Background: an optimization exercise with open tools, aiming at small area, a short achievable clock period and few clock cycles per item. Do not read the settings as production practice. Only simulation tests tie the RTL to the original design; equivalence was not proved. Power figures rest on the tool's default switching activity, not on a simulated workload.

[flow/flow/run.sh]
#!/bin/bash
# The standard layout (the standard.sh, unchanged synthesis), with the
# timing repair steps aiming for a larger setup slack than the default.
set -euo pipefail
bash standard.sh SETUP_SLACK_MARGIN=10 finish > standard_flow.log 2>&1
[flow/standard.sh]
#!/bin/bash
# synth_recipe.tcl (not shown) runs the flow's synth.tcl, then flattens the netlist and writes it again
# the make line also repeats each setting of config.mk as NAME=value (left out here)
make -C /OpenROAD-flow-scripts/flow DESIGN_CONFIG=/design/flow/config.mk WORK_HOME=/design/flow/orfs CLKGATE_MAP_FILE= SYNTH_SCRIPT=/design/flow/synth_recipe.tcl "${@:-finish}"
[flow/config.mk]
export PLATFORM = sky130hd
export DESIGN_NAME = scalar_warp_core
export DESIGN_NICKNAME = scalar_warp_core
export VERILOG_FILES = /design/flow/design.v
export SDC_FILE = /design/flow/constraint.sdc
export NUM_CORES = 4
export LEC_CHECK = 0
export CAP_MARGIN = 20
export CORE_MARGIN = 2
export CORE_UTILIZATION = 35
export CTS_CLUSTER_SIZE = 30
export GPL_ROUTABILITY_DRIVEN = 1
export PLACE_DENSITY = 0.45
export SLEW_MARGIN = 20
[flow/constraint.sdc]
create_clock -name core_clock -period 14.0 [get_ports {clk}]
set_input_delay 2.8000 -clock core_clock [delete_from_list [all_inputs] [get_ports {clk}]]
set_output_delay 2.8000 -clock core_clock [all_outputs]
set_load 0.01 [all_outputs]
[flow/design.v]
`timescale 1ns/10ps
package warp_types_pkg;
    localparam int DATA_WIDTH = 32;
    localparam int REG_ADDR_WIDTH = 5;
    localparam int PC_WIDTH = 8;
    localparam int CREDIT_WIDTH = 2;
    localparam int SHAMT_WIDTH = 5;
    localparam int NUM_REGS = 32;
    localparam int ZERO_REG = 0;
    localparam int EXEC_MASK_REG = 31;
    localparam int INSTR_CREDITS = 2;
    localparam int RESULT_CREDITS = 2;
    typedef logic [DATA_WIDTH-1:0] data_t;
    typedef logic [REG_ADDR_WIDTH-1:0] reg_addr_t;
    typedef logic [PC_WIDTH-1:0] pc_t;
    typedef logic [CREDIT_WIDTH-1:0] credit_t;
endpackage
`timescale 1ns/10ps
package isa_pkg;
    localparam int INSTR_WIDTH = 32;
    localparam int OPCODE_MSB = 31;
    localparam int OPCODE_LSB = 28;
    localparam int RD_MSB = 27;
    localparam int RD_LSB = 23;
    localparam int RS1_MSB = 22;
    localparam int RS1_LSB = 18;
    localparam int RS2_MSB = 17;
    localparam int RS2_LSB = 13;
    localparam int IMM_MSB = 12;
    localparam int IMM_LSB = 0;
    localparam int IMM_WIDTH = IMM_MSB - IMM_LSB + 1;
    typedef logic [INSTR_WIDTH-1:0] instr_t;
    typedef enum logic [3:0] {
        OP_NOP  = 4'd0,
        OP_ADD  = 4'd1,
        OP_SUB  = 4'd2,
        OP_AND  = 4'd3,
        OP_OR   = 4'd4,
        OP_XOR  = 4'd5,
        OP_SLL  = 4'd6,
        OP_SRL  = 4'd7,
        OP_ADDI = 4'd8,
        OP_LI   = 4'd9,
        OP_LINK = 4'd10
    } opcode_t;
    typedef enum logic [2:0] {
        ALU_ADD = 3'd0,
        ALU_SUB = 3'd1,
        ALU_AND = 3'd2,
        ALU_OR  = 3'd3,
        ALU_XOR = 3'd4,
        ALU_SLL = 3'd5,
        ALU_SRL = 3'd6
    } alu_op_t;
    typedef enum logic [1:0] {
        ALU_OUT   = 2'd0,
        IMMEDIATE = 2'd1,
        PC_PLUS_1 = 2'd2
    } reg_input_mux_t;
    typedef enum logic [1:0] {
        WARP_IDLE    = 2'd0,
        WARP_REQUEST = 2'd1,
        WARP_UPDATE  = 2'd2
    } warp_state_t;
endpackage
`timescale 1ns/10ps
`timescale 1ns/10ps
module scalar_alu
(
    input  logic [4:0]  op,
    input  logic        cin,
    input  logic [31:0] p,
    input  logic [31:0] g,
    output logic [31:0] y
);
    logic [31:0] gg [6];
    logic [31:0] pp [6];
    logic [31:0] c, sum, shl, shr, lg;
    logic        is_arith;
    always_comb begin
        gg[0] = g;
        pp[0] = p;
        gg[0][0] = g[0] | (p[0] & cin);
        for (int l = 0; l < 5; l++) begin
            for (int i = 0; i < 32; i++) begin
                if (i >= (1 << l)) begin
                    gg[l+1][i] = gg[l][i] | (pp[l][i] & gg[l][i - (1 << l)]);
                    pp[l+1][i] = pp[l][i] & pp[l][i - (1 << l)];
                end else begin
                    gg[l+1][i] = gg[l][i];
                    pp[l+1][i] = pp[l][i];
                end
            end
        end
        c = {gg[5][30:0], cin};
    end
    assign sum = p ^ c;
    assign shl = p << g[4:0];
    always_comb for (int k = 0; k < 32; k++) shr[k] = shl[31-k];
    assign is_arith = ~(op[4] | op[3] | op[2] | op[1] | op[0]);
    assign lg = ({32{op[2]}} & g) | ({32{op[1]}} & (p | g)) | ({32{op[0]}} & p);
    assign y = ({32{is_arith}} & sum)
             | ({32{op[4]}} & shl)
             | ({32{op[3]}} & shr)
             | lg;
endmodule
`timescale 1ns/10ps
module scalar_reg_file
(
    input  logic        clk,
    input  logic        reset,
    input  logic        wr_en,
    input  logic [4:0]  wr_addr,
    input  logic [31:0] wr_data,
    input  logic [3:0]  s1hi,       
    input  logic [7:0]  s1lo,       
    input  logic [3:0]  s2hi,
    input  logic [7:0]  s2lo,
    output logic [31:0] rd1,
    output logic [31:0] rd2,
    output logic [31:0] mask
);
    logic [31:0] regs [32];
    logic [31:0] vld;
    logic [31:0] r31;
    logic [31:0] we;
    always_comb begin
        we = '0;
        we[wr_addr] = wr_en;
    end
    assign regs[0]  = 32'd0;
    assign regs[31] = r31;
    assign mask = r31;
    genvar i;
    generate
        for (i = 1; i < 31; i++) begin : g_reg
            logic [31:0] r;
            logic        v;
            always_ff @(posedge clk) begin
                if (we[i]) r <= wr_data;
            end
            always_ff @(posedge clk) begin
                if (reset) v <= 1'b0;
                else if (we[i]) v <= 1'b1;
            end
            assign regs[i] = r;
            assign vld[i] = v;
        end
    endgenerate
    always_ff @(posedge clk) begin
        if (reset) r31 <= '1;
        else if (we[31]) r31 <= wr_data;
    end
    assign vld[0]  = 1'b0;
    assign vld[31] = 1'b1;
    logic [31:0] sel1, sel2;
    always_comb begin
        for (int k = 0; k < 32; k++) begin
            sel1[k] = s1hi[k >> 3] & s1lo[k & 7] & vld[k];
            sel2[k] = s2hi[k >> 3] & s2lo[k & 7] & vld[k];
        end
        rd1 = '0;
        rd2 = '0;
        for (int k = 1; k < 32; k++) begin
            rd1 = rd1 | (regs[k] & {32{sel1[k]}});
            rd2 = rd2 | (regs[k] & {32{sel2[k]}});
        end
    end
endmodule
`timescale 1ns/10ps
`timescale 1ns/10ps
module scalar_warp_core
(
    input  logic      clk,
    input  logic      reset,
    input  logic      instr_valid,
    input  isa_pkg::instr_t    instr,
    input  logic      result_credit,
    output logic      instr_credit,
    output logic      result_valid,
    output warp_types_pkg::reg_addr_t result_rd,
    output warp_types_pkg::data_t     result_data,
    output warp_types_pkg::data_t     warp_execution_mask
);
    logic [31:0] q0, q1;           
    logic        v0, v1;
    logic [3:0]  s1hi, s2hi;       
    logic [7:0]  s1lo, s2lo;
    logic        e_v;
    logic [4:0]  e_rd;
    logic        e_we;
    logic [31:0] e_p, e_g;         
    logic        e_c;
    logic [4:0]  e_op;             
    logic        o_v;
    logic [4:0]  o_rd;
    logic        o_we;
    logic [31:0] o_d;
    logic [31:0] r_d;              
    logic [1:0]  credits;
    logic [7:0]  pc;
    logic        stall_r;          
    logic        send_r;           
    logic        efree_r;          
    logic        dgo_r;            
    logic        q0load_r;         
    logic        wen_r;            
    assign instr_credit = dgo_r;
    assign result_valid = send_r;
    assign result_rd    = o_rd;
    assign result_data  = r_d;
    function automatic logic f_use_a(input logic [3:0] op);
        f_use_a = (op >= 4'd1) && (op <= 4'd8);
    endfunction
    function automatic logic f_use_b(input logic [3:0] op);
        f_use_b = (op >= 4'd1) && (op <= 4'd7);
    endfunction
    function automatic logic f_we(input logic [31:0] w);
        f_we = (w[31:28] >= 4'd1) && (w[31:28] <= 4'd10) && (w[27:23] != 5'd0);
    endfunction
    logic [3:0]  opc;
    logic [4:0]  rd, rs1, rs2;
    logic [31:0] imm;
    logic        is_r, is_addi, is_li, is_link, is_valid, is_sub, is_srl, is_sh;
    logic        use_a, use_b;
    assign opc = q0[31:28];
    assign rd  = q0[27:23];
    assign rs1 = q0[22:18];
    assign rs2 = q0[17:13];
    assign imm = {{19{q0[12]}}, q0[12:0]};
    assign is_r     = (opc >= 4'd1) && (opc <= 4'd7);
    assign is_addi  = (opc == 4'd8);
    assign is_li    = (opc == 4'd9);
    assign is_link  = (opc == 4'd10);
    assign is_valid = is_r | is_addi | is_li | is_link;
    assign is_sub   = (opc == 4'd2);
    assign is_srl   = (opc == 4'd7);
    assign is_sh    = (opc == 4'd6) | (opc == 4'd7);
    assign use_a    = f_use_a(opc);
    assign use_b    = f_use_b(opc);
    logic [4:0] d_op;
    always_comb begin
        d_op = 5'b00000;
        case (opc)
            4'd3: d_op = 5'b00100;
            4'd4: d_op = 5'b00010;
            4'd5: d_op = 5'b00001;
            4'd6: d_op = 5'b10000;
            4'd7: d_op = 5'b01000;
            default: d_op = 5'b00000;
        endcase
    end
    logic [31:0] q0_n, head_n;
    logic v0_n, v1_n, e_v_n, o_v_n, e_we_n, o_we_n;
    logic [4:0] e_rd_n;
    logic [1:0] credits_n;
    logic hc_n, stall_n, efree_n, haz_n, dgo_n;
    assign q0_n   = v1 ? q1 : instr;
    assign head_n = q0load_r ? q0_n : q0;
    assign v0_n   = q0load_r ? (v1 | instr_valid) : 1'b1;
    assign v1_n   = q0load_r ? (v1 & instr_valid) : (v1 | instr_valid);
    assign e_v_n  = efree_r ? dgo_r : 1'b1;
    assign e_we_n = dgo_r ? f_we(q0) : e_we;
    assign e_rd_n = dgo_r ? rd : e_rd;
    assign o_v_n  = stall_r ? o_v : e_v;
    assign o_we_n = stall_r ? o_we : e_we;
    assign credits_n = credits + {1'b0, result_credit} - {1'b0, send_r};
    assign hc_n    = credits_n != 2'd0;
    assign stall_n = o_v_n & ~hc_n;
    assign efree_n = ~e_v_n | ~stall_n;
    assign haz_n   = e_v_n & e_we_n
                   & ((f_use_a(head_n[31:28]) & (head_n[22:18] == e_rd_n))
                    | (f_use_b(head_n[31:28]) & (head_n[17:13] == e_rd_n)));
    assign dgo_n   = v0_n & efree_n & ~haz_n;
    always_ff @(posedge clk) begin
        if (reset) begin
            v0 <= 1'b0;
            v1 <= 1'b0;
            e_v <= 1'b0;
            o_v <= 1'b0;
            credits <= 2'd2;
            pc <= 8'd0;
            stall_r <= 1'b0;
            send_r <= 1'b0;
            efree_r <= 1'b1;
            dgo_r <= 1'b0;
            q0load_r <= 1'b1;
            wen_r <= 1'b0;
        end else begin
            v0 <= v0_n;
            v1 <= v1_n;
            e_v <= e_v_n;
            o_v <= o_v_n;
            credits <= credits_n;
            if (dgo_r) pc <= pc + 8'd1;
            stall_r <= stall_n;
            send_r <= o_v_n & hc_n;
            efree_r <= efree_n;
            dgo_r <= dgo_n;
            q0load_r <= ~v0_n | dgo_n;
            wen_r <= o_v_n & hc_n & o_we_n;
        end
    end
    always_ff @(posedge clk) begin
        if (q0load_r) begin
            q0 <= q0_n;
            s1hi <= 4'b0001 << q0_n[22:21];
            s1lo <= 8'b00000001 << q0_n[20:18];
            s2hi <= 4'b0001 << q0_n[17:16];
            s2lo <= 8'b00000001 << q0_n[15:13];
        end
        if (q0load_r | ~v1) q1 <= instr;
    end
    logic [31:0] ra, rb;
    scalar_reg_file i_rf (
        .clk        (clk),
        .reset      (reset),
        .wr_en      (wen_r),
        .wr_addr    (o_rd),
        .wr_data    (o_d),
        .s1hi       (s1hi),
        .s1lo       (s1lo),
        .s2hi       (s2hi),
        .s2lo       (s2lo),
        .rd1        (ra),
        .rd2        (rb),
        .mask       (warp_execution_mask)
    );
    logic [31:0] ra_b, rb_b;
    assign ra_b = (o_v & o_we & (o_rd == rs1)) ? o_d : ra;
    assign rb_b = (o_v & o_we & (o_rd == rs2)) ? o_d : rb;
    logic [8:0] link_val;
    assign link_val = {1'b0, pc} + 9'd1;
    function automatic logic [31:0] rev32(input logic [31:0] x);
        for (int k = 0; k < 32; k++) rev32[k] = x[31-k];
    endfunction
    logic [31:0] opa, opb;
    assign opa = use_a ? ra_b : 32'd0;
    assign opb = use_b ? (is_sub ? ~rb_b : rb_b)
               : (is_addi | is_li) ? imm
               : is_link ? {23'd0, link_val} : 32'd0;
    logic [31:0] alu_out;
    always_ff @(posedge clk) begin
        if (efree_r) begin
            e_rd <= is_valid ? rd : 5'd0;
            e_we <= f_we(q0);
            e_op <= d_op;
            e_c  <= is_sub;
            e_p  <= is_sh ? (is_srl ? rev32(opa) : opa) : (opa ^ opb);
            e_g  <= is_sh ? {27'd0, rb_b[4:0]} : (opa & opb);
        end
        if (!stall_r) begin
            o_rd <= e_rd;
            o_we <= e_we;
            o_d  <= alu_out;
        end
        if (!stall_r && e_v) r_d <= alu_out;
    end
    scalar_alu i_alu (
        .op   (e_op),
        .cin  (e_c),
        .p    (e_p),
        .g    (e_g),
        .y    (alu_out)
    );
endmodule
==> results of run 1 <==
[routing by layer]
layer | track usage, % | vias up
met5 | 0.632 | -
met4 | 19.2 | 14
met3 | 10.9 | 1192
met2 | 48.9 | 4311
met1 | 44.8 | 23500
li1 | - | 17700
[worst paths after layout]
| check | from | end | slack [ns] | cells after the start |
|---|---|---|---|---|
| worst max-delay path | s1hi[0] | e_p[18] | 9.77 | 11 |
| worst min-delay path | e_rd[1] | o_rd[1] | 0.47 | 0 |
| worst max register to register | s1hi[0] | e_p[18] | 9.77 | 11 |
| worst min register to register | e_rd[1] | o_rd[1] | 0.47 | 0 |
[synth_stat cells, drive strengths merged, types with 79 or more instances]
cell type,count
edfxtp,1179
a22oi,657
clkbuf,269
nor2,236
nand4,187
nand2,180
a221oi,152
a22o,143
a21oi,121
buf,115
dfxtp,96
a222oi,79
[power groups by stage]
stage	Combinational [uW]	Clock [uW]	Sequential (uW)
global route	510	4040	4450
floorplan	200	0	4520
global placement	429	0	4560
finish	483	3860	4440
CTS	432	3890	4470
detailed placement	428	0	4560
[what timing repair did]
action                                 in CTS  in global routing
pin swaps                                   0                  3
hold buffers                                0                  0
setup buffers                              38                  6
endpoints found under the hold margin       0                  0
gates resized for setup                   408                 37
setup endpoints to repair                  98                119
[cells in the final DEF (no fill, tap or decap), types with 36 or more instances in the layout]
| cell type | n |
|---|---|
| a222oi_1 | 79 |
| nor3_1 | 39 |
| nand3_1 | 52 |
| buf_2 | 36 |
| xnor2_1 | 47 |
| a221oi_1 | 152 |
| a22o_1 | 143 |
| edfxtp_1 | 1179 |
| a22oi_1 | 652 |
| nor2_1 | 201 |
| mux2i_1 | 44 |
| clkbuf_16 | 151 |
| dfxtp_1 | 59 |
| ha_1 | 38 |
| a21oi_1 | 117 |
| nand4_1 | 187 |
| xor2_1 | 36 |
| nand2_1 | 180 |
| nor2b_1 | 42 |
| and2_1 | 37 |
| clkbuf_1 | 38 |
| and3_2 | 50 |
| buf_6 | 40 |
| buf_4 | 212 |
[cells by family (layout without fill, tap and decap cells)]
kind of cell	Yosys count	count (layout)	synth area share, %
AND/OR/NAND/NOR	929	929	8.17
AO/OA/AOI/OAI	1396	1396	19.0
buffers and inverters	413	630	2.96
XOR/XNOR	88	88	1.35
adder cells (fa/ha/maj)	38	38	0.833
flip-flops	1275	1275	65.4
other	0	8	0
multiplexers	100	100	2.25
[worst register-to-register path: cells and delay by family, from the launching register on]
family / cells / cell delay (ns)
compound gates: 3 / 0.87
fa+ha+maj: 1 / 0.36
flops: 1 / 0.53
buf+inv: 2 / 0.76
simple gates: 5 / 1.45
[area by class of cell]
class                      instances  area [sq um]  area share [%]
multi-input combinational       2551         18800            28.2
timing repair buffer             331          2700            4.06
inverter                          29           109           0.164
clock inverter                    69           672            1.01
sequential                      1275         37400            56.3
tap                             2175          2720            4.09
clock buffer                     201          4090            6.14
antenna                            8          20.0          0.0301
[flip-flops by register name (all words and copies together), names as in the netlist, 8 cells and up]
name / cells
q1: 32
s1lo: 8
e_g: 32
r_d: 32
s2lo: 8
i_rf.g.v: 30
o_d: 32
q0: 32
pc: 8
i_rf.g.r: 960
i_rf.r31: 32
e_p: 32
[metrics by stage]
step / power [uW] / instances / cell area (sq um) / hold WS, ns
4_1_cts: 8790 / 6616 / 66100 / 0.469
6_report: 8790 / 6639 / 66500 / 0.467
3_3_place_gp: 4990 / 6308 / 61000 / 0.448
3_5_place_dp: 4990 / 6308 / 61000 / 0.448
5_1_grt: 9000 / 6631 / 66500 / 0.479
2_1_floorplan: 4720 / 4239 / 57100 / 0.426
==> results_dict.tcl, run 1 <==
set metrics [dict create \
    status "no timing/DRC/antenna violations" \
    post_drt_wl_per_cell_um 43.8 \
    dp_slack_ns 9.22 \
    seq_power_share_pct 50.5 \
    startpoint_type "flop" \
    critPathArrivalTime_ns 4.78 \
    syn_avg_cell_area_sq_um 13.5 \
    timing.final.crit_share_pct 30.2 \
    p_clk_share_pct 44.0 \
    route.met2.wl_um 121000 \
    top_layer_used "met5" \
    cts_tree "done" \
    crit_slowest_cell "nor3_1" \
    syn_inst 4239 \
    critical_path.max_fanout 20 \
    crit_path_max_incr_delay_ns 0.89 \
    finalHoldViolCount 0 \
    hold_class "flop to flop" \
    dp.final_hpwl_um 163000 \
    route.met3.wl_um 38700 \
    crit_buf_inv 2 \
    slew-limit-headroom_pct 18.8 \
    synth_flop_cell "edfxtp_1" \
    finalNetCount 4407 \
    clockBufferDepth 3 \
    vias 46700 \
    ys_types 74 \
    overflow 0 \
    areaGrowthSynthToFinish_pct 16.5 \
    yosys_warnings 6 \
    drtPass1Iterations 10 \
    fillCellCount 15100 \
    synth_top_area_share_pct 62.0 \
    tightest_slew_ns 1.22 \
    numPortBuffers 106 \
    rows 148 \
    synthTopCellsByArea "edfxtp_1 62%, a22oi_1 8.6%, dfxtp_1 3.4%, a221oi_1 2.3%, a22o_1 2.2%" \
    p_leak_uw 0.0220 \
    finalClockSkew_ns 0.0401 \
    grt_usage_pct 33.9 \
    p_int_uw 6690 \
    core_sq_mm 0.162 \
    root_buffer "clkbuf_16" \
    ir_worst_vdd_uv 139 \
    fin_crit_ns 4.23 \
    required_ns 14.55 \
    combPwrFrac_pct 5.5 \
    gp_congestion 0.929 \
    synth_top_cell_by_area "edfxtp_1" \
    h-tree-depth 4 \
    grt_pass1_vias 43900 \
    yosysSeqAreaShare_pct 65.4 \
    drive_gt1_share_pct 17.8 \
    final-setup-viol-count 0 \
    grt_max_degree 66 \
    path_delay_family "simple AND/OR/NAND/NOR gates" \
    grt_pass1_wl_um 388000 \
    rsz0062_at_grt "yes" \
    routed_wl_um 291000 \
    via_per_inst 7.04 \
    numCtsBuffers 145 \
    pin_count 107 \
    final_core_util_pct 41.0 \
    synth_edf_count 1179 \
    clk_latency_ns 0.82 \
    die-area_sq_mm 0.166 \
    synth_nets 4313 \
    ant_nets 0 \
    async_flop_share_pct 0 \
    maxSlewViolCount 0 \
    power_density_mw_per_mm2 132 \
    drt-met1-wl_um 110000 \
    start_util_pct 35.1 \
    layout_setup_ws_ns 9.77 \
    critical_path_class "flop to flop" \
    max_cap_violations 0 \
    cp-end-kind "flop" \
    drcViolationCount 0 \
    clock-sinks 1275 \
    sw_frac_of_total_pct 23.9 \
    die_width_um 408 \
    antenna_found_initial 10 \
    die_y_um 408 \
    switchingPower_uw 2100 \
    drt_iter0_drc 9644 \
    clk_pin_slew_ns 0.06 \
    finalSetupTns_ns 0 \
    cp_cell_sequence "and3_2, buf_4, buf_4, a22o_1, a221oi_1, nand4_1, nor3_1, a211oi_2, ha_1, nand2_1, nand2_1" \
    ys_ff_latch 1275 \
    syn_area_sq_mm 0.0571 \
    max_freq_mhz 236 \
]
Testbench counts, summed over its fixed seeds: cycles 3,351, items 3,200.
==> run 2: changes to the inputs <==
--- a/flow/design.v
+++ b/flow/design.v
@@ -197,6 +197,7 @@
     logic        o_we;
     logic [31:0] o_d;
     logic [31:0] r_d;              
+    logic [4:0]  r_rd;             
     logic [1:0]  credits;
     logic [7:0]  pc;
     logic        stall_r;          
@@ -207,7 +208,7 @@
     logic        wen_r;            
     assign instr_credit = dgo_r;
     assign result_valid = send_r;
-    assign result_rd    = o_rd;
+    assign result_rd    = r_rd;
     assign result_data  = r_d;
     function automatic logic f_use_a(input logic [3:0] op);
         f_use_a = (op >= 4'd1) && (op <= 4'd8);
@@ -354,7 +355,8 @@
             o_we <= e_we;
             o_d  <= alu_out;
         end
-        if (!stall_r && e_v) r_d <= alu_out;
+        r_d  <= (stall_r | ~e_v) ? o_d : alu_out;
+        r_rd <= (stall_r | ~e_v) ? o_rd : e_rd;
     end
     scalar_alu i_alu (
         .op   (e_op),
==> run 2 against run 1 <==
- still clean
- maximum frequency grew 2.5%
- combinational power up 19%
- register-to-register slack better by 0.10 ns
- clock power fell by 1%
- synthesized cell count rose by 1.6%
- critical path type unchanged
- critical endpoint is now e_p[16]
- largest power group unchanged
- highest routed layer unchanged
==> results_dict.tcl, run 2 <==
set metrics [dict create \
    areaGrowthSynthToFinish_pct 16.6 \
    synth_top_area_share_pct 60.2 \
    cpMostUsedCell "nand2_1" \
    async_flop_share_pct 0 \
    ir_worst_vdd_uv 95.6 \
    syn_inst 4306 \
    cp_cell_sequence "and3_2, buf_4, a22oi_1, nand4_1, nor4_4, a211oi_1, ha_1, nand2_1, nand2_1" \
    synth_xor_xnor_area_share_pct 1.42 \
    route.met2.wl_um 122000 \
    top_layer_used "met5" \
    synthAdderAreaFrac_pct 0.831 \
    slew-limit-headroom_pct 11.8 \
    synth-simple-area-share_pct 8.26 \
    root_buffer "clkbuf_16" \
    clock-sinks 1280 \
    finalClockSkew_ns 0.0366 \
    drt-met1-wl_um 111000 \
    clk_latency_ns 0.81 \
    die_y_um 408 \
    critical_path.max_fanout 18 \
    rsz0062_at_grt "yes" \
    pin_count 107 \
    synth_top_family_by_area "compound AO/OA/AOI/OAI gates" \
    yosysSeqAreaShare_pct 64.9 \
    core_sq_mm 0.163 \
    finalNetCount 4457 \
    vias 47100 \
    routed_wl_um 294000 \
    route.met3.wl_um 40400 \
    via_per_inst 7.05 \
    finalSetupTns_ns 0 \
    drtPass1Iterations 10 \
    regMostFlops "i_rf.g.r" \
    gp_congestion 0.922 \
    crit_path_max_incr_delay_ns 0.87 \
    dp.final_hpwl_um 164000 \
    largest_reg_flops 960 \
    tightest_slew_ns 1.32 \
    grt_pass1_vias 44200 \
    fin_crit_ns 4.13 \
    post_synth_most_frequent_cells "1147 x edfxtp_1, 590 x a22oi_1, 288 x clkbuf_1" \
    rows 148 \
    design_area_sq_mm 0.0667 \
    grt_usage_pct 34.2 \
    synth_nets 4380 \
    die_width_um 408 \
    finalHoldViolCount 0 \
    yosysMostFrequentCell "edfxtp_1" \
    status "no timing/DRC/antenna violations" \
    overflow 0 \
    muxShareOfSynthArea_pct 2.75 \
    synth-compound-area-share_pct 18.9 \
    synth_edf_count 1147 \
    hold_class "flop to flop" \
    critical_path_class "flop to flop" \
    clockBufferDepth 3 \
    required_ns 14.54 \
    h-tree-depth 4 \
    maxSlewViolCount 0 \
    place_area_sq_mm 0.0611 \
    drt_iter0_drc 8501 \
    ys_ff_latch 1280 \
    cts_tree "done" \
    power_density_mw_per_mm2 133 \
    clk_pin_slew_ns 0.06 \
    drcViolationCount 0 \
    p_leak_uw 0.0223 \
    yosys_warnings 6 \
    final_common_cell "edfxtp_1" \
    syn_area_sq_mm 0.0572 \
    startpoint_type "flop" \
    post_drt_wl_per_cell_um 44.0 \
    synth_top_cell_by_area "edfxtp_1" \
    cp-end-kind "flop" \
    die-area_sq_mm 0.167 \
    synth_flop_cell "edfxtp_1" \
    ys_types 71 \
    p_total_uw 8840 \
    drive_gt1_share_pct 17.6 \
    syn_avg_cell_area_sq_um 13.3 \
    critPathArrivalTime_ns 4.67 \
    numPortBuffers 106 \
    hold_slack_ns 0.491 \
    ant_nets 0 \
    synthTopCellsByArea "edfxtp_1 60%, a22oi_1 7.7%, dfxtp_1 4.7%, a221oi_1 2.9%, a22o_1 2.8%" \
    start_util_pct 35.2 \
    timing.final.crit_share_pct 29.5 \
    max_freq_mhz 242 \
    layout_common_cells "1147 x edfxtp_1, 589 x a22oi_1, 220 x nor2_1, 194 x nand2_1, 193 x buf_4" \
    numCtsBuffers 144 \
    grt_max_degree 66 \
    crit_slowest_cell "and3_2" \
    final-setup-viol-count 0 \
    antenna_found_initial 9 \
    max_cap_violations 0 \
    grt_pass1_wl_um 390000 \
]
==> run 2: cell types whose count changed in the layout (fill, tap and decap cells not counted), moves of 23 or more <==
| cell | previous run | this run |
|---|---|---|
| a22oi_1 | 652 | 589 |
| a221oi_1 | 152 | 189 |
| a211oi_1 | 10 | 33 |
| a22o_1 | 143 | 183 |
| edfxtp_1 | 1179 | 1147 |
==> run 2: metal layers <==
metal | up-vias | track usage (%)
met1 | 23800 | 44.7
met4 | 12 | 19.4
li1 | 17800 | -
met3 | 1125 | 12.4
met5 | - | 0
met2 | 4280 | 48.9
==> run 2: area by class of cell <==
class | count | area, sq um
sequential | 1280 | 37300
multi-input combinational | 2611 | 19300
clock inverter | 57 | 522
antenna | 7 | 17.5
timing repair buffer | 318 | 2700
inverter | 28 | 105
fill | 15200 | 95900
tap | 2175 | 2720
clock buffer | 203 | 4110
==> run 2: what timing repair did <==
action	in CTS	in global routing
gates cloned	0	0
setup endpoints to repair	113	105
pin swaps	9	6
hold buffers	0	0
buffers inserted	35	6
resized for setup	477	61
==> run 2: worst max-delay path: cells and delay by family, from the launching register on <==
family                     cells  cell delay, ns
adders and majority gates      1            0.38
buffers and inverters          1            0.60
DFF                            1            0.59
AOI/OAI and AO/OA              2            0.94
and+or+nand+nor                5            1.33
==> run 2: worst paths after layout <==
path                endpoint             from  slack (ns)  cells past startpoint
max                  e_p[16]          s1hi[0]        9.87                      9
max reg2reg          e_p[16]          s1hi[0]        9.87                      9
min reg2reg  i_rf.g_reg[6].v  i_rf.g_reg[6].v        0.49                      2
min          i_rf.g_reg[6].v  i_rf.g_reg[6].v        0.49                      2
==> run 2: where the power goes <==
group | total (uW) | switching (uW) | leakage [uW] | internal [uW]
sequential | 4450 | 99.5 | 0.0120 | 4350
combinational | 575 | 411 | 0.00803 | 164
clock | 3820 | 1620 | 0.00229 | 2190
==> run 2: metrics by stage <==
stage          setup WS, ns  std cells  utilization, %
6_report               9.87       6679            41.0
5_1_grt                9.84       6672            41.0
4_1_cts                9.79       6661            40.8
3_5_place_dp           8.72       6366            37.6
3_3_place_gp           8.73       6364            37.5
2_1_floorplan          9.82       4306               -
==> run 2: cell families after synthesis <==
group,after synthesis
AOI/OAI and AO/OA,1403
xor gates and xnor gates,93
buffers and inverters,415
adders and majority gates,38
DFF,1280
muxes,124
and+or+nand+nor,953
Testbench counts of run 2, summed over its fixed seeds: cycles 3,351, items 3,200.
==> run 3: changes to the inputs <==
--- a/flow/design.v
+++ b/flow/design.v
@@ -302,14 +302,14 @@
             wen_r <= o_v_n & hc_n & o_we_n;
         end
     end
+    logic [31:0] head_src;
+    assign head_src = q0load_r ? q0_n : q0;
     always_ff @(posedge clk) begin
-        if (q0load_r) begin
-            q0 <= q0_n;
-            s1hi <= 4'b0001 << q0_n[22:21];
-            s1lo <= 8'b00000001 << q0_n[20:18];
-            s2hi <= 4'b0001 << q0_n[17:16];
-            s2lo <= 8'b00000001 << q0_n[15:13];
-        end
+        if (q0load_r) q0 <= q0_n;
+        s1hi <= 4'b0001 << head_src[22:21];
+        s1lo <= 8'b00000001 << head_src[20:18];
+        s2hi <= 4'b0001 << head_src[17:16];
+        s2lo <= 8'b00000001 << head_src[15:13];
         if (q0load_r | ~v1) q1 <= instr;
     end
     logic [31:0] ra, rb;
--- a/flow/config.mk
+++ b/flow/config.mk
@@ -7,8 +7,7 @@
 export LEC_CHECK = 0
 export CAP_MARGIN = 20
 export CORE_MARGIN = 2
-export CORE_UTILIZATION = 35
-export CTS_CLUSTER_SIZE = 30
+export CORE_UTILIZATION = 40
 export GPL_ROUTABILITY_DRIVEN = 1
-export PLACE_DENSITY = 0.45
+export PLACE_DENSITY = 0.5
 export SLEW_MARGIN = 20
==> run 3 against run 2 <==
- core utilization rose by 5.7 points
- total power rose by 0.22%
- sequential power barely moved
- via count rose by 0.34%
- final cell count fell by 3.5%
- maximum frequency fell by 2.6%
- clock power barely moved
- largest power group unchanged
- highest routed layer unchanged
==> results_dict.tcl, run 3 <==
set metrics [dict create \
    synth_edf_count 1123 \
    max_cap_violations 0 \
    drive_gt1_share_pct 17.9 \
    critical_path.max_fanout 22 \
    yosysSeqAreaShare_pct 64.3 \
    ir_worst_vdd_uv 105 \
    drtPass1Iterations 14 \
    finalHoldViolCount 0 \
    numCtsBuffers 143 \
    required_ns 14.49 \
    overflow 0 \
    pin_count 107 \
    fin_crit_ns 4.24 \
    numPortBuffers 106 \
    r2r-end "e_p[13]" \
    root_buffer "clkbuf_16" \
    slew-limit-headroom_pct 11.7 \
    routed_wl_um 282000 \
    grt_pass1_vias 44300 \
    grt_usage_pct 37.6 \
    post_synth_most_frequent_cells "1123 x edfxtp_1, 518 x a22oi_1, 276 x clkbuf_1" \
    die-area_sq_mm 0.146 \
    ant_nets 0 \
    rsz0062_at_grt "yes" \
    rows 138 \
    dp.final_hpwl_um 155000 \
    yosysMostFrequentCell "edfxtp_1" \
    grt_pass1_wl_um 378000 \
    vias 47200 \
    syn_avg_cell_area_sq_um 13.2 \
    clk_pin_slew_ns 0.06 \
    areaGrowthSynthToFinish_pct 15.6 \
    reg2reg_setup_slack_ns 9.76 \
    cp-end-kind "flop" \
    finalSetupTns_ns 0 \
    critPathArrivalTime_ns 4.73 \
    crit_path_max_incr_delay_ns 1.02 \
    layout_setup_ws_ns 9.76 \
    syn_area_sq_mm 0.0574 \
    p_total_uw 8860 \
    drcViolationCount 0 \
    antenna_found_initial 15 \
    clock-sinks 1280 \
    gr-usage-met2_pct 52.5 \
    reg2reg_from "s1hi[2]" \
    synth_top_area_share_pct 58.8 \
    grt_max_degree 99 \
    fillCellCount 12700 \
    design_area_sq_mm 0.0663 \
    status "no timing/DRC/antenna violations" \
    tightest_slew_ns 1.31 \
    post_drt_wl_per_cell_um 43.8 \
    p_leak_uw 0.0225 \
    met3_usage_pct 14.0 \
    drt_iter0_drc 9874 \
    max_freq_mhz 236 \
    ctsHoldBuffers 0 \
    synth_nets 4424 \
    maxSlewViolCount 0 \
    power_density_mw_per_mm2 134 \
    layout_common_cells "1123 x edfxtp_1, 518 x a22oi_1, 215 x nor2_1, 203 x nand2_1, 203 x a221oi_1" \
    core_sq_mm 0.142 \
    r2r_cells 11 \
    startpoint "s1hi[2]" \
    dp_slack_ns 9.12 \
    cp_cell_sequence "and3_2, buf_4, a22o_1, a221oi_1, nand4_1, nor3_1, a211o_1, inv_1, ha_1, nand2_1, o21ai_0" \
    ys_types 79 \
    finalNetCount 4501 \
    die_width_um 383 \
    async_flop_share_pct 0 \
    final-setup-viol-count 0 \
    regMostFlops "i_rf.g.r" \
    crit_slowest_cell "nor3_1" \
    timing.final.crit_share_pct 30.3 \
    h-tree-depth 4 \
    die_y_um 383 \
    synth_flop_cell "edfxtp_1" \
    start_util_pct 40.4 \
    ys_ff_latch 1280 \
    hold_class "flop to flop" \
    gp_congestion 0.932 \
    synth_top_cell_by_area "edfxtp_1" \
    place_area_sq_mm 0.0608 \
    final_common_cell "edfxtp_1" \
    use_met1_pct 49.5 \
    endpoint "e_p[13]" \
    cts_tree "done" \
    finalClockSkew_ns 0.0362 \
    clk_latency_ns 0.79 \
    yosys_warnings 6 \
    critical_path_class "flop to flop" \
    synthTopCellsByArea "edfxtp_1 59%, a22oi_1 6.8%, dfxtp_1 5.5%, a221oi_1 3.1%, a22o_1 3.1%" \
    largest_reg_flops 960 \
    clockBufferDepth 3 \
    startpoint_type "flop" \
    syn_inst 4350 \
    top_usage_layer "met2" \
    hold_depth 2 \
    via_per_inst 7.33 \
]
-- run 3: cell types whose count changed in the layout (fill, tap and decap cells not counted), moves of 22 or more --
| cell | previous run | this run |
|---|---|---|
| edfxtp_1 | 1147 | 1123 |
| a211oi_1 | 33 | 4 |
| o21ai_0 | 42 | 66 |
| nand3_1 | 49 | 27 |
| a22oi_1 | 589 | 518 |
| inv_1 | 27 | 60 |
| a211o_1 | 36 | 64 |
-- run 3: worst min-delay path by stage --
stage                             to              from
global placement    i_rf.g_reg[15].v  i_rf.g_reg[15].v
floorplan           i_rf.g_reg[10].v  i_rf.g_reg[10].v
global route                 o_rd[4]           e_rd[4]
CTS                  i_rf.g_reg[9].v   i_rf.g_reg[9].v
finish               i_rf.g_reg[9].v   i_rf.g_reg[9].v
detailed placement   i_rf.g_reg[9].v   i_rf.g_reg[9].v
-- run 3: final cells by class --
type	count	area, sq um	share of cell area [%]
diodes	11	27.5	0.0415
clock buffers	188	3920	5.90
clock inverters	73	758	1.14
inverters	67	255	0.385
multi-input cells	2620	19300	29.1
flip-flops and latches	1280	37000	55.8
well taps	1890	2360	3.57
repair buffers	315	2700	4.07
-- run 3: worst max-delay path: cells and delay by family, from the launching register on --
family,cells,cell delay (ns)
and+or+nand+nor,4,1.76
AOI/OAI and AO/OA,4,0.96
DFF,1,0.40
adders and majority gates,1,0.27
buffers and inverters,2,0.53
-- run 3: cell families (layout without fill, tap and decap cells) --
group,after synthesis,after routing,share of synthesized area [%]
simple gates,966,966,8.37
other cells,0,11,0
compound gates,1381,1381,18.7
fa+ha+maj,38,38,0.829
flops,1280,1280,64.3
buf+inv,450,643,3.18
mux,147,147,3.33
xor+xnor,88,88,1.34
-- run 3: through the flow --
step / utilization, % / std cells / hold WS (ns)
6_report: 46.7 / 6444 / 0.478
3_5_place_dp: 42.8 / 6122 / 0.466
4_1_cts: 46.4 / 6416 / 0.479
2_1_floorplan: - / 4350 / 0.446
3_3_place_gp: 42.8 / 6122 / 0.459
5_1_grt: 46.7 / 6433 / 0.509
-- run 3: report_power, final --
group	internal [uW]	total, uW	switching [uW]
sequential	4340	4450	103
combinational	172	574	402
clock	2230	3840	1610
total	6750	8860	2110
-- run 3: layer usage --
| layer | vias to the layer above | wire, um |
|---|---|---|
| li1 | 17900 | - |
| met1 | 23600 | 103000 |
| met2 | 4533 | 115000 |
| met3 | 1189 | 41900 |
| met4 | 32 | 21700 |
| met5 | - | 258 |
-- run 3: timing repair --
item                                    4_1_cts  5_1_grt
endpoints found under the setup margin       86      131
gates resized for setup                     418       76
buffers inserted                             33       15
pin swaps                                     0       17
Testbench counts of run 3, summed over its fixed seeds: cycles 3,351, items 3,200.
==> run 4: changes to the inputs <==
--- a/flow/config.mk
+++ b/flow/config.mk
@@ -9,5 +9,6 @@
 export CORE_MARGIN = 2
 export CORE_UTILIZATION = 40
 export GPL_ROUTABILITY_DRIVEN = 1
+export GPL_TIMING_DRIVEN = 1
 export PLACE_DENSITY = 0.5
 export SLEW_MARGIN = 20
==> run 4 against run 3 <==
- total power did not move
- largest cell class unchanged
- register-to-register slack hardly changed
- final cell count did not move
- final area stayed put
- global-route usage stayed put
- sequential cell count is the same
- first-iteration DRC count did not move
- wire length stayed put
- area after synthesis unchanged
- clock skew unchanged
- worst hold slack is the same
==> results_dict.tcl, run 4 <==
set metrics [dict create \
    status "no timing/DRC/antenna violations" \
    post_drt_wl_per_cell_um 43.8 \
    final_common_cell "edfxtp_1" \
    crit_slowest_cell "nor3_1" \
    dp.final_hpwl_um 155000 \
    routed_wl_um 282000 \
    yosysSeqAreaShare_pct 64.3 \
    ant_nets 0 \
    yosys_warnings 6 \
    die-area_sq_mm 0.146 \
    layout_common_cells "1123 x edfxtp_1, 518 x a22oi_1, 215 x nor2_1, 203 x nand2_1, 203 x a221oi_1" \
    drcViolationCount 0 \
    layout_setup_ws_ns 9.76 \
    fin_crit_ns 4.24 \
    synth_top_area_share_pct 58.8 \
    synthTopCellsByArea "edfxtp_1 59%, a22oi_1 6.8%, dfxtp_1 5.5%, a221oi_1 3.1%, a22o_1 3.1%" \
    die_width_um 383 \
    die_y_um 383 \
    drive_gt1_share_pct 17.9 \
    slew-limit-headroom_pct 11.7 \
    p_leak_uw 0.0225 \
    crit_path_max_incr_delay_ns 1.02 \
    rsz0062_at_grt "yes" \
    synth_flop_cell "edfxtp_1" \
    gp_congestion 0.932 \
    vias 47200 \
    startpoint_type "flop" \
    syn_inst 4350 \
    yosysMostFrequentCell "edfxtp_1" \
    design_area_sq_mm 0.0663 \
    dp_slack_ns 9.12 \
    max_cap_violations 0 \
    numPortBuffers 106 \
    largest_reg_flops 960 \
    pin_count 107 \
    place_area_sq_mm 0.0608 \
    power_density_mw_per_mm2 134 \
    finalHoldViolCount 0 \
    ys_types 79 \
    synth_edf_count 1123 \
    h-tree-depth 4 \
    grt_usage_pct 37.6 \
    critical_path_class "flop to flop" \
    ys_ff_latch 1280 \
    cp-end-kind "flop" \
    clk_latency_ns 0.79 \
    cts_tree "done" \
    clk_pin_slew_ns 0.06 \
    async_flop_share_pct 0 \
    final-setup-viol-count 0 \
    drt_iter0_drc 9874 \
    ir_worst_vdd_uv 105 \
    cp_cell_sequence "and3_2, buf_4, a22o_1, a221oi_1, nand4_1, nor3_1, a211o_1, inv_1, ha_1, nand2_1, o21ai_0" \
    regMostFlops "i_rf.g.r" \
    max_freq_mhz 236 \
    root_buffer "clkbuf_16" \
    grt_max_degree 99 \
    required_ns 14.49 \
    overflow 0 \
    core_sq_mm 0.142 \
    rows 138 \
    synth_top_cell_by_area "edfxtp_1" \
    timing.final.crit_share_pct 30.3 \
    antenna_found_initial 15 \
    tightest_slew_ns 1.31 \
    syn_avg_cell_area_sq_um 13.2 \
    ctsHoldBuffers 0 \
    numCtsBuffers 143 \
    maxSlewViolCount 0 \
    grt_pass1_vias 44300 \
    areaGrowthSynthToFinish_pct 15.6 \
    start_util_pct 40.4 \
    finalNetCount 4501 \
    finalClockSkew_ns 0.0362 \
    critPathArrivalTime_ns 4.73 \
    finalSetupTns_ns 0 \
    via_per_inst 7.33 \
    hold_class "flop to flop" \
    synth_nets 4424 \
    final_core_util_pct 46.7 \
    p_total_uw 8860 \
    clockBufferDepth 3 \
    syn_area_sq_mm 0.0574 \
    clock-sinks 1280 \
    post_synth_most_frequent_cells "1123 x edfxtp_1, 518 x a22oi_1, 276 x clkbuf_1" \
    critical_path.max_fanout 22 \
    grt_pass1_wl_um 378000 \
    drtPass1Iterations 14 \
]
==> run 4: through the flow <==
stage,hold WS [ns],std cells
after floorplan,0.446,4350
after global placement,0.459,6122
after detailed placement,0.466,6122
after CTS,0.479,6416
after global routing,0.509,6433
final,0.478,6444
==> run 4: metal layers <==
metal,vias to the layer above,share of wire (%),wire [um],GRT usage [%]
met5,-,0.091,258,0.794
met4,32,7.7,21700,22.4
met3,1189,15,41900,14.0
met2,4533,41,115000,52.5
met1,23600,37,103000,49.5
li1,17900,-,-,-
==> run 4: cell families (layout without fill, tap and decap cells) <==
group | count (synthesis) | in the layout | share of synthesized area (%)
flip-flops | 1280 | 1280 | 64.3
adder cells (fa/ha/maj) | 38 | 38 | 0.829
multiplexers | 147 | 147 | 3.33
AO/OA/AOI/OAI | 1381 | 1381 | 18.7
AND/OR/NAND/NOR | 966 | 966 | 8.37
other | 0 | 11 | 0
buffers and inverters | 450 | 643 | 3.18
XOR/XNOR | 88 | 88 | 1.34
==> run 4: path summary, 6_finish.rpt <==
path / start / endpoint / slack, ns / cells after the start
setup / recovery: s1hi[2] / e_p[13] / 9.76 / 11
setup reg to reg: s1hi[2] / e_p[13] / 9.76 / 11
hold / removal: i_rf.g_reg[9].v / i_rf.g_reg[9].v / 0.48 / 2
hold reg to reg: i_rf.g_reg[9].v / i_rf.g_reg[9].v / 0.48 / 2
==> run 4: critical path, delay by kind of cell (launching register included) <==
| family | cells | cell delay (ns) |
|---|---|---|
| fa+ha+maj | 1 | 0.27 |
| compound gates | 4 | 0.96 |
| flops | 1 | 0.40 |
| simple gates | 4 | 1.76 |
| buf+inv | 2 | 0.53 |
==> run 4: what timing repair did <==
action                                  CTS  global route
pin swaps                                 0            17
setup buffers                            33            15
endpoints found under the setup margin   86           131
gates resized for setup                 418            76
==> run 4: layout make-up <==
type | count | area (sq um)
antenna | 11 | 27.5
timing repair buffer | 315 | 2700
tap | 1890 | 2360
inverter | 67 | 255
sequential | 1280 | 37000
multi-input combinational | 2620 | 19300
clock buffer | 188 | 3920
fill | 12700 | 75600
clock inverter | 73 | 758
==> run 4: power breakdown <==
part / switching (uW) / total [uW] / internal (uW)
logic: 402 / 574 / 172
registers: 103 / 4450 / 4340
clock network: 1610 / 3840 / 2230
total: 2110 / 8860 / 6750
==> run 5: changes to the inputs <==
--- a/flow/config.mk
+++ b/flow/config.mk
@@ -8,7 +8,8 @@
 export CAP_MARGIN = 20
 export CORE_MARGIN = 2
 export CORE_UTILIZATION = 40
+export CTS_CLUSTER_DIAMETER = 80
+export CTS_CLUSTER_SIZE = 20
 export GPL_ROUTABILITY_DRIVEN = 1
-export GPL_TIMING_DRIVEN = 1
 export PLACE_DENSITY = 0.5
 export SLEW_MARGIN = 20
==> run 5 against run 4 <==
- still clean on timing, DRC and antenna
- final cell count decreased by 1.7%
- non-clock buffer count increased by 1
- core utilization decreased by 1.5 points
- first-iteration DRC count decreased by 3.9%
- worst hold slack improved by 0.0040 ns
- sequential power about the same
- critical endpoint is now e_p[11]
==> results_dict.tcl, run 5 <==
set metrics [dict create \
    grt_pass1_wl_um 374000 \
    startpoint_type "flop" \
    drive_gt1_share_pct 16.1 \
    max_freq_mhz 237 \
    syn_avg_cell_area_sq_um 13.2 \
    root_buffer "clkbuf_16" \
    critical_path_class "flop to flop" \
    yosys_warnings 6 \
    pin_count 107 \
    cp-end-kind "flop" \
    tightest_slew_ns 1.19 \
    via_per_inst 7.39 \
    r2r-end "e_p[11]" \
    critPathArrivalTime_ns 4.67 \
    reg2reg_from "s2hi[0]" \
    finalSetupTns_ns 0 \
    synth_nets 4424 \
    reg2reg_setup_slack_ns 9.79 \
    drt_iter0_drc 9490 \
    largest_reg_flops 960 \
    die_y_um 383 \
    post_drt_wl_per_cell_um 44.2 \
    final_core_util_pct 45.2 \
    drtPass1Iterations 9 \
    async_flop_share_pct 0 \
    die_width_um 383 \
    final_cells 6333 \
    rows 138 \
    crit_slowest_cell "and3_2" \
    slew-limit-headroom_pct 20.7 \
    syn_inst 4350 \
    required_ns 14.45 \
    numPortBuffers 106 \
    ant_nets 0 \
    synth_flop_cell "edfxtp_1" \
    finalClockSkew_ns 0.0528 \
    startpoint "s2hi[0]" \
    drcViolationCount 0 \
    final-setup-viol-count 0 \
    maxSlewViolCount 0 \
    cp_cell_sequence "and3_2, buf_4, a221oi_1, nand4_1, nor3_2, a21oi_1, xor2_1, a22o_1, ha_1, nand2_1, o21ai_0" \
    grt_pass1_vias 43800 \
    routed_wl_um 280000 \
    grt_usage_pct 37.2 \
    timing.final.crit_share_pct 30.1 \
    core_sq_mm 0.142 \
    status "no timing/DRC/antenna violations" \
    design_area_sq_mm 0.0642 \
    yosysSeqAreaShare_pct 64.3 \
    clk_latency_ns 0.76 \
    regMostFlops "i_rf.g.r" \
    cts_tree "done" \
    layout_common_cells "1123 x edfxtp_1, 518 x a22oi_1, 215 x nor2_1, 204 x buf_4" \
    antenna_found_initial 13 \
    start_util_pct 40.4 \
    syn_area_sq_mm 0.0574 \
    synthTopCellsByArea "edfxtp_1 59%, a22oi_1 6.8%, dfxtp_1 5.5%, a221oi_1 3.1%, a22o_1 3.1%" \
    dp.final_hpwl_um 155000 \
    final_common_cell "edfxtp_1" \
    clk_pin_slew_ns 0.09 \
    ys_types 79 \
    post_synth_most_frequent_cells "1123 x edfxtp_1, 518 x a22oi_1, 276 x clkbuf_1" \
    numCtsBuffers 82 \
    place_area_sq_mm 0.0608 \
    fillCellCount 12900 \
    max_cap_violations 0 \
    synth_top_cell_by_area "edfxtp_1" \
    hold_depth 2 \
    hold_class "flop to flop" \
    synth_edf_count 1123 \
    gp_congestion 0.932 \
    finalHoldViolCount 0 \
    fin_crit_ns 4.21 \
    critical_path.max_fanout 20 \
    vias 46800 \
    clockBufferDepth 3 \
    endpoint "e_p[11]" \
    r2r_cells 11 \
    grt_max_degree 99 \
    placed_cells 6122 \
    finalNetCount 4441 \
    ir_worst_vdd_uv 102 \
    yosysMostFrequentCell "edfxtp_1" \
    rsz0062_at_grt "yes" \
    power_density_mw_per_mm2 118 \
    synth_top_area_share_pct 58.8 \
    crit_path_max_incr_delay_ns 0.80 \
    h-tree-depth 3 \
    ys_ff_latch 1280 \
    areaGrowthSynthToFinish_pct 11.8 \
    p_leak_uw 0.0214 \
    clock-sinks 1280 \
    die-area_sq_mm 0.146 \
    overflow 0 \
]
## run 5: cell counts after synthesis
Identical to the previous run, type by type.
## run 5: area by class of cell
class                      count  area [sq um]  share of cell area [%]
sequential                  1280         37000                    57.7
multi-input combinational   2620         19300                    30.0
timing repair buffer         316          2670                    4.16
tap                         1890          2360                    3.69
clock buffer                 118          2190                    3.41
clock inverter                28           389                   0.606
inverter                      67           251                   0.392
antenna                       14          35.0                  0.0546
## run 5: worst max-delay path, delay by kind of cell (launching register included)
| kind | cells | cell delay [ns] |
|---|---|---|
| AO/OA/AOI/OAI | 4 | 1.21 |
| AND/OR/NAND/NOR | 4 | 1.10 |
| buffers and inverters | 1 | 0.63 |
| flip-flops | 1 | 0.50 |
| adder cells (fa/ha/maj) | 1 | 0.31 |
| XOR/XNOR | 1 | 0.13 |
## run 5: repair_timing
item / 4_1_cts / 5_1_grt
resized for setup: 418 / 59
setup buffers: 34 / 12
hold buffers: 0 / 0
endpoints found under the setup margin: 90 / 105
pin swaps: 1 / 15
## run 5: through the flow
step	power [uW]	hold slack, ns	worst slack (ns)
detailed placement	5080	0.466	9.12
global route	7770	0.510	9.87
CTS	7570	0.485	9.83
finish	7600	0.483	9.79
floorplan	4770	0.446	10.02
global placement	5080	0.459	9.10
## run 5: power by group
group          switching (uW)  internal, uW  total [uW]  leakage, uW
Combinational             402           170         572      0.00832
Sequential                101          4340        4440       0.0119
Clock                    1430          1160        2590      0.00122
Total                    1930          5660        7600       0.0214
## run 5: worst min path at each step
stage	startpoint	endpoint	slack [ns]
after global routing	i_rf.g_reg[6].v	i_rf.g_reg[6].v	0.51
after floorplan	i_rf.g_reg[10].v	i_rf.g_reg[10].v	0.45
final	i_rf.g_reg[9].v	i_rf.g_reg[9].v	0.48
after CTS	i_rf.g_reg[9].v	i_rf.g_reg[9].v	0.49
after global placement	i_rf.g_reg[15].v	i_rf.g_reg[15].v	0.46
after detailed placement	i_rf.g_reg[9].v	i_rf.g_reg[9].v	0.47
## run 5: cell families (layout without fill, tap and decap cells)
kind of cell / Yosys count / in the layout / share of synthesized area, %
fa+ha+maj: 38 / 38 / 0.829
simple gates: 966 / 966 / 8.37
other cells: 0 / 14 / 0
buf+inv: 450 / 529 / 3.18
mux: 147 / 147 / 3.33
xor+xnor: 88 / 88 / 1.34
compound gates: 1381 / 1381 / 18.7
flops: 1280 / 1280 / 64.3
## run 5: layer usage
metal	GRT usage, %	routed length [um]
met4	21.9	21800
met5	0.496	62
met3	13.8	41900
met1	49.3	103000
met2	51.9	113000
==> run 6: changes to the inputs <==
--- a/flow/config.mk
+++ b/flow/config.mk
@@ -9,7 +9,7 @@
 export CORE_MARGIN = 2
 export CORE_UTILIZATION = 40
 export CTS_CLUSTER_DIAMETER = 80
-export CTS_CLUSTER_SIZE = 20
+export CTS_CLUSTER_SIZE = 24
 export GPL_ROUTABILITY_DRIVEN = 1
 export PLACE_DENSITY = 0.5
 export SLEW_MARGIN = 20
==> run 6 against run 5 <==
- critical endpoint is now e_p[24]
- still clean
- worst setup slack improved by 0.044 ns
- clock power decreased by 2%
- register-to-register slack gained 0.04 ns
- area after synthesis stayed put
- worst hold slack is essentially flat
- combinational power decreased by 1%
- non-clock buffer count unchanged
- total power shrank 0.76%
- via count down 0.25%
- largest cell class unchanged
==> results_dict.tcl, run 6 <==
set metrics [dict create \
    status "no timing/DRC/antenna violations" \
    synth_flop_cell "edfxtp_1" \
    final_common_cell "edfxtp_1" \
    critPathArrivalTime_ns 4.60 \
    drtPass1Iterations 10 \
    root_buffer "clkbuf_16" \
    ys_types 79 \
    overflow 0 \
    die_width_um 383 \
    timing.final.crit_share_pct 29.8 \
    drt_iter0_drc 9525 \
    max_freq_mhz 240 \
    areaGrowthSynthToFinish_pct 11.4 \
    yosysMostFrequentCell "edfxtp_1" \
    power_density_mw_per_mm2 118 \
    finalClockSkew_ns 0.0486 \
    yosysSeqAreaShare_pct 64.3 \
    h-tree-depth 3 \
    syn_inst 4350 \
    drcViolationCount 0 \
    critical_path.max_fanout 20 \
    async_flop_share_pct 0 \
    syn_avg_cell_area_sq_um 13.2 \
    vias 46700 \
    finalHoldViolCount 0 \
    ir_worst_vdd_uv 108 \
    grt_usage_pct 37.2 \
    regMostFlops "i_rf.g.r" \
    gp_congestion 0.932 \
    clk_latency_ns 0.73 \
    tightest_slew_ns 1.23 \
    ys_ff_latch 1280 \
    grt_pass1_wl_um 374000 \
    critical_path_class "flop to flop" \
    slew-limit-headroom_pct 17.7 \
    die-area_sq_mm 0.146 \
    post_synth_most_frequent_cells "1123 x edfxtp_1, 518 x a22oi_1, 276 x clkbuf_1" \
    finalNetCount 4435 \
    cp-end-kind "flop" \
    synth_nets 4424 \
    place_area_sq_mm 0.0608 \
    cp_cell_sequence "and3_2, buf_4, a22o_1, a221oi_1, nand4_1, nor3_1, a21oi_1, xnor2_1, a21oi_1, ha_1, nand2_1, o21ai_0" \
    dp.final_hpwl_um 155000 \
    max_cap_violations 0 \
    grt_max_degree 99 \
    die_y_um 383 \
    maxSlewViolCount 0 \
    synth_top_cell_by_area "edfxtp_1" \
    via_per_inst 7.39 \
    core_sq_mm 0.142 \
    drive_gt1_share_pct 16.0 \
    routed_wl_um 280000 \
    rsz0062_at_grt "yes" \
    numPortBuffers 106 \
    clock-sinks 1280 \
    cts_tree "done" \
    startpoint_type "flop" \
    largest_reg_flops 960 \
    ant_nets 0 \
    synth_edf_count 1123 \
    final-setup-viol-count 0 \
    cpMostUsedCell "a21oi_1" \
    post_drt_wl_per_cell_um 44.4 \
    crit_path_max_incr_delay_ns 0.72 \
    synth_top_area_share_pct 58.8 \
    p_leak_uw 0.0214 \
    pin_count 107 \
    synthTopCellsByArea "edfxtp_1 59%, a22oi_1 6.8%, dfxtp_1 5.5%, a221oi_1 3.1%, a22o_1 3.1%" \
    crit_buf_inv 1 \
    design_area_sq_mm 0.0639 \
    clk_pin_slew_ns 0.10 \
    yosys_warnings 6 \
    path_delay_family "simple AND/OR/NAND/NOR gates" \
    antenna_found_initial 13 \
    finalSetupTns_ns 0 \
    fin_crit_ns 4.17 \
    clockBufferDepth 3 \
    numCtsBuffers 75 \
    required_ns 14.43 \
    start_util_pct 40.4 \
    hold_class "flop to flop" \
    crit_slowest_cell "nor3_1" \
    rows 138 \
    syn_area_sq_mm 0.0574 \
    layout_common_cells "1123 x edfxtp_1, 518 x a22oi_1, 215 x nor2_1, 204 x buf_4" \
    grt_pass1_vias 43800 \
]
run 6: cell count changes in the layout (fill, tap and decap cells not counted), moves of 3 or more:
| cell | change |
|---|---|
| and3_2 | -5 |
| and3_4 | +5 |
| buf_2 | +20 |
| buf_6 | -18 |
| clkbuf_1 | -17 |
| clkbuf_16 | -6 |
| clkinv_2 | +3 |
| clkinv_8 | -4 |
| dfxtp_1 | +17 |
| dfxtp_2 | -17 |
| diode_2 | -6 |
| inv_6 | +7 |
| inv_8 | +6 |
run 6: final cells by class:
type                    instances  area (sq um)
clock buffers                  94          1970
flip-flops and latches       1280         37000
repair buffers                316          2550
fillers                     12900         78000
diodes                          8          20.0
inverters                      67           255
clock inverters                39           480
repair inverters                1          5.00
well taps                    1890          2360
multi-input cells            2620         19300
run 6: worst paths after layout:
check | start | to | slack, ns | cells past startpoint
setup reg to reg | s2hi[2] | e_p[24] | 9.83 | 12
hold / removal | i_rf.g_reg[9].v | i_rf.g_reg[9].v | 0.48 | 2
hold reg to reg | i_rf.g_reg[9].v | i_rf.g_reg[9].v | 0.48 | 2
setup / recovery | s2hi[2] | e_p[24] | 9.83 | 12
run 6: stage by stage:
stage	hold WS, ns	util (%)	std cells	setup slack [ns]	power [uW]
after global placement	0.459	42.8	6122	9.10	5080
after detailed placement	0.466	42.8	6122	9.12	5080
after global routing	0.517	45.0	6308	9.89	7710
after CTS	0.485	44.8	6290	9.83	7510
final	0.482	45.0	6315	9.83	7540
after floorplan	0.446	-	4350	10.02	4770
run 6: routing by layer:
metal	wire length [um]	global-route usage, %	up-vias
met4	22900	22.9	8
met5	76	0.562	-
met2	112000	51.7	4549
met3	42900	13.1	1185
met1	102000	49.4	23200
li1	-	-	17700
run 6: timing repair:
item,in CTS,in global routing
endpoints found under the setup margin,88,88
gates cloned,0,1
resized for setup,399,52
hold buffers,0,0
pin swaps,3,19
setup buffers,35,13
run 6: tightest hold or removal path: cells and delay by family (launching register included):
family	cells	cell delay (ns)
flip-flops	1	0.34
AND/OR/NAND/NOR	2	0.12
run 6: cell families (layout without fill, tap and decap cells):
| logic type | count (synthesis) | after routing | synth area share, % |
|---|---|---|---|
| AO/OA/AOI/OAI | 1381 | 1381 | 18.7 |
| flip-flops | 1280 | 1280 | 64.3 |
| AND/OR/NAND/NOR | 966 | 966 | 8.37 |
| buffers and inverters | 450 | 517 | 3.18 |
| multiplexers | 147 | 147 | 3.33 |
| XOR/XNOR | 88 | 88 | 1.34 |
| adder cells (fa/ha/maj) | 38 | 38 | 0.829 |
| other | 0 | 8 | 0 |
run 6: power breakdown:
part	internal, uW	leakage, uW	switching, uW
clock network	1100	0.00120	1440
logic	160	0.00830	404
registers	4330	0.0119	97.7
==> run 7: changes to the inputs <==
==> flow/flow/run.sh (replaced) <==
#!/bin/bash
# The standard layout (the standard.sh, unchanged synthesis), with the
# timing repair steps aiming for a larger setup slack than the default and
# allowed to resize cells to other footprints.
set -euo pipefail
bash standard.sh SETUP_SLACK_MARGIN=10 MATCH_CELL_FOOTPRINT=0 finish > standard_flow.log 2>&1
--- a/flow/config.mk
+++ b/flow/config.mk
@@ -8,8 +8,6 @@
 export CAP_MARGIN = 20
 export CORE_MARGIN = 2
 export CORE_UTILIZATION = 40
-export CTS_CLUSTER_DIAMETER = 80
-export CTS_CLUSTER_SIZE = 24
 export GPL_ROUTABILITY_DRIVEN = 1
 export PLACE_DENSITY = 0.5
 export SLEW_MARGIN = 20
==> run 7 against run 6 <==
- still clean on timing, DRC and antenna
- via count rose by 1.5%
- combinational power up 2%
- sequential power is essentially flat
- core utilization rose by 1.7 points
- first-iteration DRC count down 1.6%
- largest power group unchanged
==> results_dict.tcl, run 7 <==
set metrics [dict create \
    p_total_uw 8860 \
    holdPathEnd "i_rf.g_reg[9].v" \
    core_sq_mm 0.142 \
    ir_worst_vdd_uv 105 \
    finalHoldViolCount 0 \
    ctsHoldBuffers 0 \
    status "no timing/DRC/antenna violations" \
    start_util_pct 40.4 \
    regArea_sq_mm 0.0370 \
    root_buffer "clkbuf_16" \
    die_width_um 383 \
    post_synth_most_frequent_cells "1123 x edfxtp_1, 518 x a22oi_1, 276 x clkbuf_1" \
    clock-sinks 1280 \
    synth_flop_cell "edfxtp_1" \
    critical_path.max_fanout 22 \
    via_per_inst 7.35 \
    reg2reg_from "s1hi[2]" \
    power_density_mw_per_mm2 134 \
    hold_slack_ns 0.480 \
    combPwrFrac_pct 6.5 \
    dp.final_hpwl_um 155000 \
    drive_gt1_share_pct 17.9 \
    grt_usage_pct 37.6 \
    numPortBuffers 106 \
    vias 47300 \
    gp_congestion 0.932 \
    post_drt_wl_per_cell_um 43.7 \
    antenna_found_initial 15 \
    yosysMostFrequentCell "edfxtp_1" \
    yosysSeqAreaShare_pct 64.3 \
    drtPass1Iterations 10 \
    drt_iter0_drc 9371 \
    clk_pin_slew_ns 0.06 \
    yosys_warnings 6 \
    syn_avg_cell_area_sq_um 13.2 \
    startpoint_type "flop" \
    reg2reg_setup_slack_ns 9.76 \
    grt_pass1_wl_um 378000 \
    critical_path_class "flop to flop" \
    hold_depth 2 \
    ys_ff_latch 1280 \
    max_freq_mhz 236 \
    final-setup-viol-count 0 \
    async_flop_share_pct 0 \
    max_cap_violations 0 \
    pin_count 107 \
    p_int_uw 6750 \
    final_common_cell "edfxtp_1" \
    seq_power_share_pct 50.2 \
    synth_edf_count 1123 \
    finalNetCount 4501 \
    fillCellCount 12700 \
    clockBufferDepth 3 \
    drcViolationCount 0 \
    timing.final.crit_share_pct 30.3 \
    multi_input_area_sq_mm 0.0193 \
    placed_cells 6122 \
    synth_top_cell_by_area "edfxtp_1" \
    clk_latency_ns 0.79 \
    synth_nets 4424 \
    grt_pass1_vias 44300 \
    areaGrowthSynthToFinish_pct 15.6 \
    switchingPower_uw 2110 \
    hold_class "flop to flop" \
    cp-end-kind "flop" \
    critPathArrivalTime_ns 4.72 \
    regMostFlops "i_rf.g.r" \
    overflow 0 \
    routed_wl_um 282000 \
    syn_area_sq_mm 0.0574 \
    synthAdderAreaFrac_pct 0.829 \
    min-delay-start "i_rf.g_reg[9].v" \
    h-tree-depth 4 \
    synthTopCellsByArea "edfxtp_1 59%, a22oi_1 6.8%, dfxtp_1 5.5%, a221oi_1 3.1%, a22o_1 3.1%" \
    maxSlewViolCount 0 \
    r2r_cells 11 \
    numCtsBuffers 143 \
    r2r-end "e_p[13]" \
    finalClockSkew_ns 0.0378 \
    slew-limit-headroom_pct 12.2 \
    rows 138 \
    required_ns 14.49 \
    die-area_sq_mm 0.146 \
    final_cells 6445 \
    fin_crit_ns 4.24 \
    largest_reg_flops 960 \
    rsz0062_at_grt "yes" \
    p_clk_share_pct 43.3 \
    synth_top_area_share_pct 58.8 \
    syn_inst 4350 \
    synth-compound-area-share_pct 18.7 \
    synth_xor_xnor_area_share_pct 1.34 \
    muxShareOfSynthArea_pct 3.33 \
    grt_max_degree 99 \
    synth-simple-area-share_pct 8.37 \
    ant_nets 0 \
    die_y_um 383 \
    finalSetupTns_ns 0 \
    p_leak_uw 0.0225 \
    sw_frac_of_total_pct 23.8 \
    layout_common_cells "1123 x edfxtp_1, 518 x a22oi_1, 215 x nor2_1, 203 x nand2_1, 203 x a221oi_1" \
    synth_top_family_by_area "compound AO/OA/AOI/OAI gates" \
    ys_types 79 \
    tightest_slew_ns 1.31 \
    cts_tree "done" \
]
## run 7: cell count changes in the layout (fill, tap and decap cells not counted), sizes merged
cell | previous run | this run
dlymetal6s2s | 5 | 1
bufinv | 2 | 14
clkdlybuf4s50 | 29 | 33
clkinv | 16 | 44
clkinvlp | 2 | 9
clkbuf | 94 | 188
diode | 8 | 12
buf | 282 | 281
inv | 87 | 73
## run 7: worst max-delay path, stage by stage (launching register included)
cell and delay [ns]:
dfxtp_1 0.40, and3_2 0.50, buf_4 0.47, a22o_1 0.35, a221oi_1 0.23, nand4_1 0.16
nor3_1 1.01, a211o_1 0.29, inv_1 0.06, ha_1 0.27, nand2_1 0.06, o21ai_0 0.11
## run 7: layout make-up
cell class / instances / area share, %
sequential: 1280 / 55.8
multi-input combinational: 2620 / 29.1
clock buffer: 188 / 5.90
timing repair buffer: 315 / 4.07
tap: 1890 / 3.57
clock inverter: 73 / 1.14
inverter: 67 / 0.385
antenna: 12 / 0.0453
## run 7: cells by family after synthesis
logic type               Yosys count
AND/OR/NAND/NOR                  966
multiplexers                     147
adder cells (fa/ha/maj)           38
XOR/XNOR                          88
buffers and inverters            450
flip-flops                      1280
AO/OA/AOI/OAI                   1381
## run 7: worst max path at each step
stage           startpoint  slack, ns  cells after the start                      to
2_1_floorplan    instr[18]      10.02                      9                q0load_r
3_3_place_gp     instr[19]       9.10                      9                q0load_r
3_5_place_dp     instr[29]       9.12                      9                q0load_r
4_1_cts              dgo_r       9.86                      1            instr_credit
5_1_grt        i_rf.r31[1]       9.86                      1  warp_execution_mask[1]
6_report           s1hi[2]       9.76                     11                 e_p[13]
## run 7: timing repair
item,4_1_cts,5_1_grt
resized for setup,345,78
endpoints found under the setup margin,86,131
cloned,0,0
buffers inserted,33,15
pin swaps,0,17
## run 7: power groups by stage
stage | sequential, uW | combinational [uW] | clock [uW]
after CTS | 4440 | 541 | 3840
after global placement | 4530 | 550 | 0
final | 4450 | 573 | 3840
after global routing | 4460 | 605 | 4000
after floorplan | 4550 | 228 | 0
after detailed placement | 4530 | 551 | 0
## run 7: metrics by stage
step           setup slack, ns  cell area (sq um)  util [%]
5_1_grt                   9.86              66300      46.7
2_1_floorplan            10.02              57400         -
3_5_place_dp              9.12              60800      42.8
6_report                  9.76              66300      46.7
4_1_cts                   9.86              65800      46.4
3_3_place_gp              9.10              60800      42.8
## run 7: layer usage
layer / share of wire (%) / GRT usage [%] / vias up / wire length [um]
li1: - / - / 17900 / -
met1: 37 / 49.5 / 23600 / 104000
met2: 41 / 52.5 / 4601 / 115000
met3: 15 / 14.0 / 1262 / 41400
met4: 7.8 / 22.4 / 18 / 22000
met5: 0.050 / 0.794 / - / 141

what the ideal ports hide:
In the flow no input, the clock included, has a driving cell. The finished layouts below were timed again as built, in two steps. Step 1 (the two cells are an assumption about what drives the block):
set clk [get_ports {clk}]
set_driving_cell -lib_cell sky130_fd_sc_hd__clkbuf_16 $clk
set_driving_cell -lib_cell sky130_fd_sc_hd__buf_2 [delete_from_list [all_inputs] $clk]
Step 2 adds t to the input delays and takes it off the output delays; t is the mean of the earliest and latest rising clock arrival at the registers after step 1. Input paths then give back, and output paths get back, about the clock's delay inside the block. Slacks: ideal ports / drivers / drivers and shift; pairs: ideal ports / drivers.
run | shift t [ns] | setup slack, ns | worst setup path after step 2
run 1 | 0.888 | 9.766 / 9.691 / 9.301 | input to register
run 2 | 0.874 | 9.869 / 9.791 / 9.235 | input to register
run 3 | 0.849 | 9.757 / 9.757 / 9.350 | input to register
run 4 | 0.849 | 9.757 / 9.757 / 9.350 | input to register
run 5 | 0.819 | 9.786 / 9.786 / 9.373 | input to register
run 6 | 0.790 | 9.830 / 9.830 / 9.396 | input to register
run 7 | 0.849 | 9.765 / 9.765 / 9.339 | input to register
After both steps setup and hold are still met in every run listed. For run 2, which loses most, drivers alone change the setup slack by -0.078 ns; drivers and shift together by -0.634 ns.
